Source: an optimization exercise on an open RTL-to-GDS flow (aim: small area, a short achievable clock period and few clock cycles per item). Production flows keep margins and buffers that such runs may drop. RTL that was checked went through simulation tests only; none was proved equivalent to the original. The RTL of run 2 was laid out without a check of its function. Power is estimated from default activity; no workload was simulated.

==> flow/design.v (outline; a module is shown in full before it is edited, if it fits) <==
// module ai_fa: 10 lines
// module ai_ha: 9 lines
// module ai_keep: 11 lines
// module ai_sel3: 11 lines
// module ai_density_engine: 2132 lines
module ai_density_engine #(
    parameter int                     GRID       = 10,
    parameter int                     NUM_SHIPS  = 5,
    parameter logic [4*NUM_SHIPS-1:0] SHIP_LENS  = {4'd2, 4'd3, 4'd3, 4'd4, 4'd5},
    parameter int                     CW         = 8,
    parameter int                     HIT_WEIGHT = 4
) (
    input  logic                  clock,
    input  logic                  reset,
    input  logic [1:0]            addr,
    input  logic                  write_en,
    input  logic [GRID*GRID-1:0]  data_in,
    output logic                  wait_request,
    output logic [GRID*GRID+3:0]  data_out
);
  // ...
==> flow/flow/run.sh <==
#!/bin/bash
# Standard layout, with the port buffers made from buf_2 cells instead of the
# default choice of buffer_ports.
set -o pipefail
export BUFFER_PORTS_ARGS="-buffer_cell sky130_fd_sc_hd__buf_2"
bash standard.sh 2>&1 | tee standard.log
==> flow/standard.sh <==
#!/bin/bash
# synth_recipe.tcl (not shown) runs the flow's synth.tcl, then flattens the netlist and writes it again
# the make line also repeats each setting of config.mk as NAME=value (left out here)
make -C /OpenROAD-flow-scripts/flow DESIGN_CONFIG=/design/flow/config.mk WORK_HOME=/design/flow/orfs CLKGATE_MAP_FILE= SYNTH_SCRIPT=/design/flow/synth_recipe.tcl "${@:-finish}"
==> flow/config.mk <==
export PLATFORM = sky130hd
export DESIGN_NAME = ai_density_engine
export DESIGN_NICKNAME = ai_density_engine
export VERILOG_FILES = /design/flow/design.v
export SDC_FILE = /design/flow/constraint.sdc
export NUM_CORES = 4
export LEC_CHECK = 0
export ABC_AREA = 1
export CAP_MARGIN = 45
export CORE_MARGIN = 2
export CORE_UTILIZATION = 60
export SLEW_MARGIN = 45
export SYNTH_HIERARCHICAL = 1
==> flow/constraint.sdc <==
create_clock -name core_clock -period 70.0 [get_ports {clock}]
set_input_delay 14.0000 -clock core_clock [delete_from_list [all_inputs] [get_ports {clock}]]
set_output_delay 14.0000 -clock core_clock [all_outputs]
set_load 0.01 [all_outputs]
==> results by group, run 1 <==
Global route
  – Initial antenna violation count: 5

Synth
  – Synth area leader: fa_1
  – Mapped Avg Cell Area: 8.40 sq um

Layout
  – Final design utilization: approximately 66%
  – Nets: 5368
  – Area Growth Syn to Fin: 9.31%
  – N_diodes: 7
  – Most frequent cells in the layout: nand2_1 (1205), fa_1 (691), inv_1 (596)
  – Fillers: about 5000
  – Register Area: 0.00454 sq mm
  – Largest regs: fired: 100 flops, hit: 100 flops, res_max: 8 flops

Place
  – Pre-CTS WS: 39.99 ns
  – I/O Buffers: slightly above 200

Clock network
  – Clock slew at reported path FFs: about 0.06 ns
  – TritonCTS buffer count: 25
  – Post-CTS setup repair buffer count: 0

Timing
  – Fin Clk Skew: approximately 0.02 ns
  – Fraction of the cycle the final worst path needs: 43.0%
  – Final hold slack: about 0.46 ns

Critical path
  – Setup slack, reg-to-reg: 45.45 ns
  – Cell count of the worst reg-to-reg path: 94
  – Cell Chain, Critical Path: buf_2 -> inv_1 -> nor2_4 -> buf_4 -> inv_4 -> o221ai_1 -> buf_2

Floorplanning
  – Initial Utilization: around three fifths
  – Core Area: 0.0563 sq mm

Power
  – P_seq: 0.000130 W

Route
  – Routed Antenna Nets: 0

Worst hold path
  – Hold Path Class: reg2reg

Run status
  – Status: timing/DRC/antenna clean
Testbench counts, summed over its fixed seeds: cycles 2,688, queries 192.
==> run 2, diff against run 1 <==
--- a/flow/design.v
+++ b/flow/design.v
@@ -34,16 +34,33 @@
     input  logic b,
     input  logic sb,
     input  logic c,
     input  logic sc,
     output logic y
 );
     assign y = (a & sa) | (b & sb) | (c & sc);
 endmodule
+module ai_read_lo (
+    input  logic [1:0]  addr,
+    input  logic [15:0] res,
+    input  logic [15:0] fired,
+    input  logic [15:0] hit,
+    input  logic [4:0]  ships,
+    output logic [15:0] d
+);
+    always_comb begin
+        case (addr)
+            2'd0:    d = res;
+            2'd1:    d = fired;
+            2'd2:    d = hit;
+            default: d = {11'd0, ships};
+        endcase
+    end
+endmodule
 module ai_density_engine #(
     parameter int                     GRID       = 10,
     parameter int                     NUM_SHIPS  = 5,
     parameter logic [4*NUM_SHIPS-1:0] SHIP_LENS  = {4'd2, 4'd3, 4'd3, 4'd4, 4'd5},
     parameter int                     CW         = 8,
     parameter int                     HIT_WEIGHT = 4
 ) (
     input  logic                  clock,
@@ -2101,29 +2118,28 @@
             if (alive[0][j]) begin
                 col   = 4'(j - 1);
                 inrow = 1'b1;
             end
         if (alive[0][0]) bidx = res_idx;
         else if (inrow)  bidx = 7'(row * 10 + col);
         else             bidx = 7'd127;
     end
-    logic sel0, sel1, sel2, sel3;
-    assign sel0 = (addr == 2'd0);
+    logic sel1, sel2;
     assign sel1 = (addr == 2'd1);
     assign sel2 = (addr == 2'd2);
-    assign sel3 = (addr == 2'd3);
+    logic [15:0] res_word;
+    logic [15:0] rd_lo;
+    assign res_word = {res_valid, res_idx, res_max};
+    ai_read_lo u_rd_lo (.addr(addr), .res(res_word), .fired(fired[15:0]), .hit(hit[15:0]),
+        .ships(ships), .d(rd_lo));
     always_comb begin
-        logic [15:0] res_word;
-        res_word = {res_valid, res_idx, res_max};
-        for (int i = 0; i < N; i++) begin
+        for (int i = 0; i < N; i++)
             data_out[i] = (sel1 & fired[i]) | (sel2 & hit[i]);
-            if (i < 16) data_out[i] = data_out[i] | (sel0 & res_word[i]);
-            if (i < 5)  data_out[i] = data_out[i] | (sel3 & ships[i]);
-        end
+        data_out[15:0]  = rd_lo;
         data_out[N+3:N] = '0;
     end
     assign wait_request = busy;
     logic         rot;
     logic         clr;
     logic         ld_fired, ld_hit;
     logic [9:0]   keep;
     assign rot      = busy | start;
==> flow/config.mk (replaced) <==
export PLATFORM = sky130hd
export DESIGN_NAME = ai_density_engine
export DESIGN_NICKNAME = ai_density_engine
export VERILOG_FILES = /design/flow/design.v
export SDC_FILE = /design/flow/constraint.sdc
export NUM_CORES = 4
export LEC_CHECK = 0
export ABC_AREA = 1
export CAP_MARGIN = 60
export CORE_MARGIN = 2
export CORE_UTILIZATION = 60
export SLEW_MARGIN = 60
export SYNTH_HIERARCHICAL = 1
==> results by group, run 2 <==
Timing
  – RSZ-0062 raised after global routing: false
  – Relative slew slack: 58.1%
  – Fin Clk Skew: 0.0275 ns (+0.00737 ns)
  – Worst-margin pin slew: between 0.6 and 0.7 ns
  – Final hold vios: 0
  – Final setup fails: 0
  – TNS Setup: 0 ns
  – Fraction of the cycle the final worst path needs: 43.3% (+0.28 points)
  – Final hold slack: 0.481 ns (+0.0244 ns)
  – Max-slew violations: 0
  – Min Tclk post-route: slightly above 30 ns
  – FMAX: approximately 33 MHz

Power
  – Leakage power: 21.5 nW
  – Pwr dens: roughly 16 mW/mm^2
  – Switching power: 0.000289 W
  – Combinational Power Share: 53.3%
  – Switching share of total power: about half
  – Internal: slightly above 0.0003 W
  – Reg power frac: 21.9%
  – Worst vdd ir: approximately 0.032 mV
  – Clock group share of total power: 24.8%

Global route
  – First-pass GRT wire length: 177 mm
  – Total GRT Usage: 40.2%
  – Initial antenna violation count: 6 (+1)
  – Vias in the first global route: 29319
  – Grt ovf: 0
  – Largest net degree at the start of global routing: 95

Clock network
  – Clock Sinks: approximately 230
  – Post-CTS Hold Buffers: 0
  – CTS tree: yes
  – Cts repair resizes: 0
  – H-tree depth: 1
  – Clk buf depth: 3
  – Post-CTS setup repair buffer count: 0 (unchanged)
  – TritonCTS buffer count: 26 (+4.0%)
  – Clock slew at reported path FFs: 0.06 ns (about the same)
  – CTS root buffer: clkbuf_16
  – Skew-Pair Late Insertion Delay: between 0.5 and 0.6 ns

Layout
  – Most frequent cells in the layout: nand2_1 (1193), fa_1 (691), inv_1 (592)
  – Area Growth Syn to Fin: 9.43%
  – Nets: 5426 (+1.1%)
  – Layout cells sized above 1: 10.5%
  – Commonest non-fill, non-tap cell in the layout: nand2_1
  – Fillers: 4920 (-1.9%)
  – Largest regs: fired: 100 flops, hit: 100 flops, res_max: 8 flops

Run status
  – Status: timing/DRC/antenna clean

Critical path
  – Worst EP arrival: 16.30 ns
  – Critical Path RT: 56.00 ns
  – Setup slack, reg-to-reg: 44.88 ns (-0.57 ns)
  – Worst setup SP type: primary input
  – CP endpoint kind: output pin
  – Setup CP Type: in2out
  – Crit path max fanout: 55

Worst hold path
  – Hold Path Class: reg2reg

Route
  – Metal2 WL: between 40 and 50 mm
  – Drt initial violations: 3073
  – Met3 wire length: around 17 mm
  – Routed Antenna Nets: 0 (unchanged)
  – Via count: 29561
  – DR pass1 iterations: 6
  – Routed length per placed instance: around 23 um
  – Max layer used: met4
  – Remaining DRCs: 0
  – Met1 WL: 48.4 mm
  – Vias/cell: roughly 5.7
  – Final WL: 117 mm

Synth
  – Post-synth EDFFs: 0
  – Mapped Avg Cell Area: 8.31 sq um (-1.1%)
  – Cell variety after synth: 36
  – Ys async rst share: 0%
  – Seq/Total Area, Yosys: about an eighth
  – Top_reg_cell synth: dfxtp_1
  – Synthesized area: 0.0344 sq mm
  – Synth area leaders: fa_1 (40%), dfxtp_1 (13%), nand2_1 (13%)
  – List of most frequent post-synthesis cells: nand2_1 (1196), fa_1 (691), inv_1 (600)
  – #FFs+latches synth: 227
  – Area share of the largest cell type after synthesis: 40.2%
  – Synth warn: 23
  – Mapped Cells: 4140
  – Count leader, synth: nand2_1
  – Synth area leader: fa_1

Floorplanning
  – Initial Utilization: 60.9% (+0.25 points)
  – Cell Rows: 87
  – Die height: 243 um
  – Core Area: 0.0565 sq mm (+0.39%)
  – Die ar.: about 0.059 sq mm
  – Die width: 243 um
  – IO Pins: 210

Place
  – I/O Buffers: 205 (unchanged)
  – HPWL Detailed: 97.4 mm
  – GPL Wtd Cong: 1.00

Run
  – Max-Cap Viols: 0
-- run 2: cell count changes after synthesis, sizes merged, moves of 5 or more --
cell	before	now
nand3	254	356
o221ai	5	0
a22o	10	0
nor4	12	0
nand2	1208	1200
a21oi	32	39
o21ai	186	179
nand3b	0	7
inv	613	619
o211ai	17	12
nor3	81	75
clkbuf	45	50
and3	0	8
-- run 2: path summary, 6_finish.rpt --
check                           depth (start not counted)             startpoint                 endpoint
worst min register to register                          2      fired[42]$_DFF_P_        fired[42]$_DFF_P_
worst max register to register                        101  ships[4]$_SDFFE_PP0P_  res_idx[5]$_SDFFE_PP0P_
worst max-delay path                                    7                addr[1]             data_out[25]
worst min-delay path                                    2      fired[42]$_DFF_P_        fired[42]$_DFF_P_
-- run 2: cells by family (layout without fill, tap and decap cells) --
family | Yosys count | in the layout | synth area share [%]
compound gates | 251 | 251 | 4.82
flops | 227 | 227 | 13.2
other cells | 1 | 27 | 0.0109
simple gates | 1999 | 1999 | 24.1
buf+inv | 693 | 916 | 7.65
fa+ha+maj | 959 | 959 | 50.0
xor+xnor | 10 | 10 | 0.255
-- run 2: stage by stage --
step	instances	setup slack, ns	power, W	cell area, sq um	util (%)
5_1_grt	5142	39.60	0.000622	37600	66.6
6_report	5145	39.70	0.000593	37600	66.6
2_1_floorplan	4159	40.93	0.000329	34500	-
3_3_place_gp	5084	39.43	0.000432	36400	64.5
4_1_cts	5134	39.88	0.000581	37500	66.4
3_5_place_dp	5086	39.89	0.000436	36600	64.8
-- run 2: power groups by stage --
stage,registers [W],logic [W],clock network [W]
after global routing,0.000130,0.000340,0.000151
after global placement,0.000133,0.000299,0
after detailed placement,0.000133,0.000303,0
final,0.000130,0.000316,0.000147
after floorplan,0.000132,0.000196,0
after CTS,0.000130,0.000305,0.000147
-- run 2: routing by layer --
metal / vias to the layer above / global-route usage [%]
met1: 14348 / 58.3
met5: - / 0
met2: 1680 / 57.4
met3: 180 / 13.8
li1: 13353 / -
met4: 0 / 11.1
-- run 2: layout make-up --
class	count	area, sq um	area share [%]
Antenna cell	7	17.5	0.0465
Clock buffer	37	752	2.00
Clock inverter	11	154	0.409
Inverter	625	2360	6.26
Multi-Input combinational cell	3239	27500	73.0
Sequential cell	227	4550	12.1
Tap cell	756	946	2.51
Timing Repair Buffer	243	1400	3.72
-- run 2: critical path: stages --
cell and delay [ns]:
buf_2 0.08, buf_6 0.44, inv_4 0.38, nand2_1 0.49, buf_4 0.50, o21ai_0 0.15, buf_2 0.16
-- run 2: modules after synthesis (local to each module, per instance) --
module	cell area, sq um	times used	cells
ai_read_lo	348	1	79
ai_fa	20.0	689	1
ai_sel3	16.3	200	4
ai_keep	16.3	88	3
ai_density_engine	12800	1	2084
ai_ha	12.5	224	1

## afterwards: timing with drivers on the ports
No port has a modelled driver above. Below, the same layouts with a new extraction and two added sets of constraints. Step 1 (the two cells are an assumption about what drives the block):
set clk [get_ports {clock}]
set_driving_cell -lib_cell sky130_fd_sc_hd__clkbuf_16 $clk
set_driving_cell -lib_cell sky130_fd_sc_hd__buf_2 [delete_from_list [all_inputs] $clk]
Step 2, shift: input delay + t, output delay - t, t = (earliest + latest rising clock arrival at the registers) / 2. This alone moves slack from input paths to output paths. a / b / c = ideal / step 1 / step 2; a / b = the first two.
run | t, ns | slack for setup (ns) | clock arrival spread, ns
run 1 | 0.611 | 39.898 / 39.878 / 39.878 | 0.020 / 0.021
run 2 | 0.623 | 39.703 / 39.683 / 39.683 | 0.034 / 0.034
After both steps every run listed still meets setup and hold.
